This is an optimization exercise on Yosys and OpenROAD, whose aim is small area, a short achievable clock period and few clock cycles, not a production implementation. The RTL was checked by simulation tests, not by an equivalence proof against the original design.

==> inputs of trial 26 <==
## matmul_top
module matmul_top #(
  parameter int ADDR_W = 16
) (
  input  logic                          clk,
  input  logic                          reset_n,
  input  logic                          dut_valid,
  output logic                          dut_ready,
  output logic [ADDR_W-1:0]             input_read_address,
  input  matmul_pkg::sram_word_u        input_read_data,
  output logic [ADDR_W-1:0]             weight_read_address,
  input  matmul_pkg::sram_word_u        weight_read_data,
  output logic                          result_write_enable,
  output logic [ADDR_W-1:0]             result_write_address,
  output logic [matmul_pkg::DATA_W-1:0] result_write_data
);
Settings: LEC_CHECK=0, CAP_MARGIN=20, CORE_MARGIN=2, CORE_UTILIZATION=40, SLEW_MARGIN=20; clock period 11.0 ns.
run.sh (not shown) runs the stock make flow with config.mk's settings and CLKGATE_MAP_FILE= SYNTH_SCRIPT=/design/flow/synth_recipe.tcl, a recipe that flattens the netlist after the stock synthesis.
==> build 62 (differences from trial 26) <==
==> flow/flow/run.sh (new file) <==
#!/bin/bash
# Standard ORFS layout at the design's clock and constraints, with faster
# port buffers and timing repair aimed below the clock period.
set -euo pipefail
bash standard.sh \
  "BUFFER_PORTS_ARGS=-buffer_cell sky130_fd_sc_hd__buf_4" \
  SETUP_SLACK_MARGIN=7.6 \
  TNS_END_PERCENT=0 \
  finish > standard_flow.log 2>&1
==> flow/standard.sh (new file) <==
#!/bin/bash
# synth_recipe.tcl (not shown) runs the flow's synth.tcl, then flattens the netlist and writes it again
# the make line also repeats each setting of config.mk as NAME=value (left out here)
make -C /OpenROAD-flow-scripts/flow DESIGN_CONFIG=/design/flow/config.mk WORK_HOME=/design/flow/orfs CLKGATE_MAP_FILE= SYNTH_SCRIPT=/design/flow/synth_recipe.tcl "${@:-finish}"
removed: flow/run.sh
==> comparison table <==
item                                                                   trial 26                 build 62
Result of the run                                       complete, no violations  complete, no violations
Pre-CTS setup slack                                                     6680 ps                  6730 ps
Post-route cell area                                               0.0303 sq mm             0.0303 sq mm
Worst hold margin                                                        315 ps                   327 ps
Gp weighted congestion                                                    0.841                    0.850
Unrepaired setup endpoints after global routing                              no                      yes
DP HPWL                                                                49500 um                 49600 um
Final core utilization                                                    0.460                    0.461
Length of routed wiring on met1                                        28900 um                 29300 um
Final setup skew                                                        50.9 ps                  43.6 ps
Net count, final                                                           3152                     3160
Final worst-path cycle share                                              0.396                    0.353
Routed wirelength normalized by instance count                          18.1 um                  18.5 um
Detailed-routed wire length on met3                                     3160 um                  3350 um
Worst endpoint data arrival time                                        4860 ps                  4400 ps
Testbench counts of trial 26, summed over its fixed seeds: cycles 33,128.
Testbench counts of build 62, summed over its fixed seeds: cycles 33,128.

========
==> run a: inputs <==
Another version of the RTL of matmul_top (not shown whole).
export LEC_CHECK = 0
export CAP_MARGIN = 20
export CORE_MARGIN = 2
export CORE_UTILIZATION = 40
export CTS_CLUSTER_DIAMETER = 120
export CTS_CLUSTER_SIZE = 22
export SLEW_MARGIN = 20
export SYNTH_HIERARCHICAL = 1
create_clock -name core_clock -period 11.0 [get_ports {clk}]
standard.sh (not shown) runs the stock make flow with config.mk's settings and CLKGATE_MAP_FILE= SYNTH_SCRIPT=/design/flow/synth_recipe.tcl, a recipe that flattens the netlist after the stock synthesis.
==> flow/flow/run.sh <==
#!/bin/bash
# Standard ORFS layout at the design's clock and constraints, with faster
# port buffers and timing repair aimed below the clock period.
set -euo pipefail
bash standard.sh \
  "BUFFER_PORTS_ARGS=-buffer_cell sky130_fd_sc_hd__buf_2" \
  SETUP_SLACK_MARGIN=7.65 \
  TNS_END_PERCENT=100 \
  finish > standard_flow.log 2>&1
==> run b: changes against run a <==
--- a/flow/flow/run.sh
+++ b/flow/flow/run.sh
@@ -5,5 +5,5 @@
 bash standard.sh \
   "BUFFER_PORTS_ARGS=-buffer_cell sky130_fd_sc_hd__buf_2" \
-  SETUP_SLACK_MARGIN=7.65 \
+  SETUP_SLACK_MARGIN=7.6 \
   TNS_END_PERCENT=100 \
   finish > standard_flow.log 2>&1
==> results.txt <==
Synthesized cell count is the same in run b and run a.
Wire length is about the same in run b and run a.
Die area is the same in run b and run a.
Against run a, the final cell count of run b is smaller by about 0.22%.
Between run b and run a, the lower non-clock buffer count is in run b (gap 8).
In synthesized area, run b and run a do not differ.
In sequential cell count, run b and run a do not differ.
In run b the global-route usage is lower than in run a, by 0.081 points.
In run b the first-iteration DRC count is higher than in run a, by about 4.6%.
Testbench counts of run a, summed over its fixed seeds: cycles 33,512.
Testbench counts of run b, summed over its fixed seeds: cycles 33,512.

========
==> inputs of build 13 <==
matmul_top again, from the RTL that the note above started with.
Settings: LEC_CHECK=0, CAP_MARGIN=20, CORE_MARGIN=2, CORE_UTILIZATION=40, CTS_CLUSTER_DIAMETER=120, CTS_CLUSTER_SIZE=22, SLEW_MARGIN=20, SYNTH_HIERARCHICAL=1; clock period 11.0 ns.
==> flow/flow/run.sh <==
#!/bin/bash
# Standard ORFS layout at the design's clock and constraints, with faster
# port buffers and timing repair aimed below the clock period.
set -euo pipefail
bash standard.sh \
  "BUFFER_PORTS_ARGS=-buffer_cell sky130_fd_sc_hd__buf_2" \
  SETUP_SLACK_MARGIN=7.65 \
  TNS_END_PERCENT=30 \
  finish > standard_flow.log 2>&1
==> inputs of build 31, as changes to build 13 <==
--- a/flow/flow/run.sh
+++ b/flow/flow/run.sh
@@ -5,5 +5,5 @@
 bash standard.sh \
   "BUFFER_PORTS_ARGS=-buffer_cell sky130_fd_sc_hd__buf_2" \
   SETUP_SLACK_MARGIN=7.65 \
-  TNS_END_PERCENT=30 \
+  TNS_END_PERCENT=60 \
   finish > standard_flow.log 2>&1
==> inputs of trial 3, as changes to build 13 <==
--- a/flow/flow/run.sh
+++ b/flow/flow/run.sh
@@ -4,6 +4,6 @@
 set -euo pipefail
 bash standard.sh \
   "BUFFER_PORTS_ARGS=-buffer_cell sky130_fd_sc_hd__buf_2" \
-  SETUP_SLACK_MARGIN=7.65 \
-  TNS_END_PERCENT=30 \
+  SETUP_SLACK_MARGIN=7.72 \
+  TNS_END_PERCENT=100 \
   finish > standard_flow.log 2>&1
==> summary of the runs <==
Between trial 3 and build 31, the lower clock-buffer cell count is in build 31 (gap 2). First-iteration DRC count, highest first: build 13, build 31, trial 3. Against build 13, the clock skew of trial 3 is higher by 11 ps. The highest global-route usage belongs to trial 3, the lowest to build 13.
Testbench counts of build 13, summed over its fixed seeds: cycles 33,512.
Testbench counts of build 31, summed over its fixed seeds: cycles 33,512.
Testbench counts of trial 3, summed over its fixed seeds: cycles 33,512.

-- port drivers added, routing unchanged --
The results above use ideal ports. As a check the final layouts listed here were re-extracted and re-timed, cells and wires unchanged. Step 1: set_driving_cell puts a clkbuf_16 on clk and a buf_2 on each other input, an assumption about the parent block. Step 2, shift: input delay + t, output delay - t, t = (earliest + latest rising clock arrival at the registers) / 2. This alone moves slack from input paths to output paths. Slacks: ideal ports / drivers / drivers and shift; pairs: ideal ports / drivers.
| run | t, ns | setup slack, ns | worst hold slack (ns) | pins driven straight from the clock port |
|---|---|---|---|---|
| trial 26 | 0.655 | 6.645 / 6.645 / 6.645 | 0.315 / 0.315 / 0.315 | 1 |
| build 62 | 0.659 | 7.119 / 7.119 / 7.119 | 0.327 / 0.327 / 0.327 | 1 |
| run a | 0.617 | 7.687 / 7.629 / 7.243 | 0.335 / 0.335 / 0.335 | 1 |
| run b | 0.624 | 7.646 / 7.583 / 7.268 | 0.338 / 0.338 / 0.338 | 1 |
| build 13 | 0.613 | 7.619 / 7.560 / 7.145 | 0.334 / 0.334 / 0.334 | 1 |
| build 31 | 0.614 | 7.662 / 7.603 / 7.231 | 0.334 / 0.334 / 0.334 | 1 |
| trial 3 | 0.623 | 7.737 / 7.676 / 7.270 | 0.330 / 0.330 / 0.330 | 1 |
After both steps every run listed still meets setup and hold. The setup slack of build 13, which loses most, moves by -0.059 ns with the drivers and by -0.474 ns with both steps.
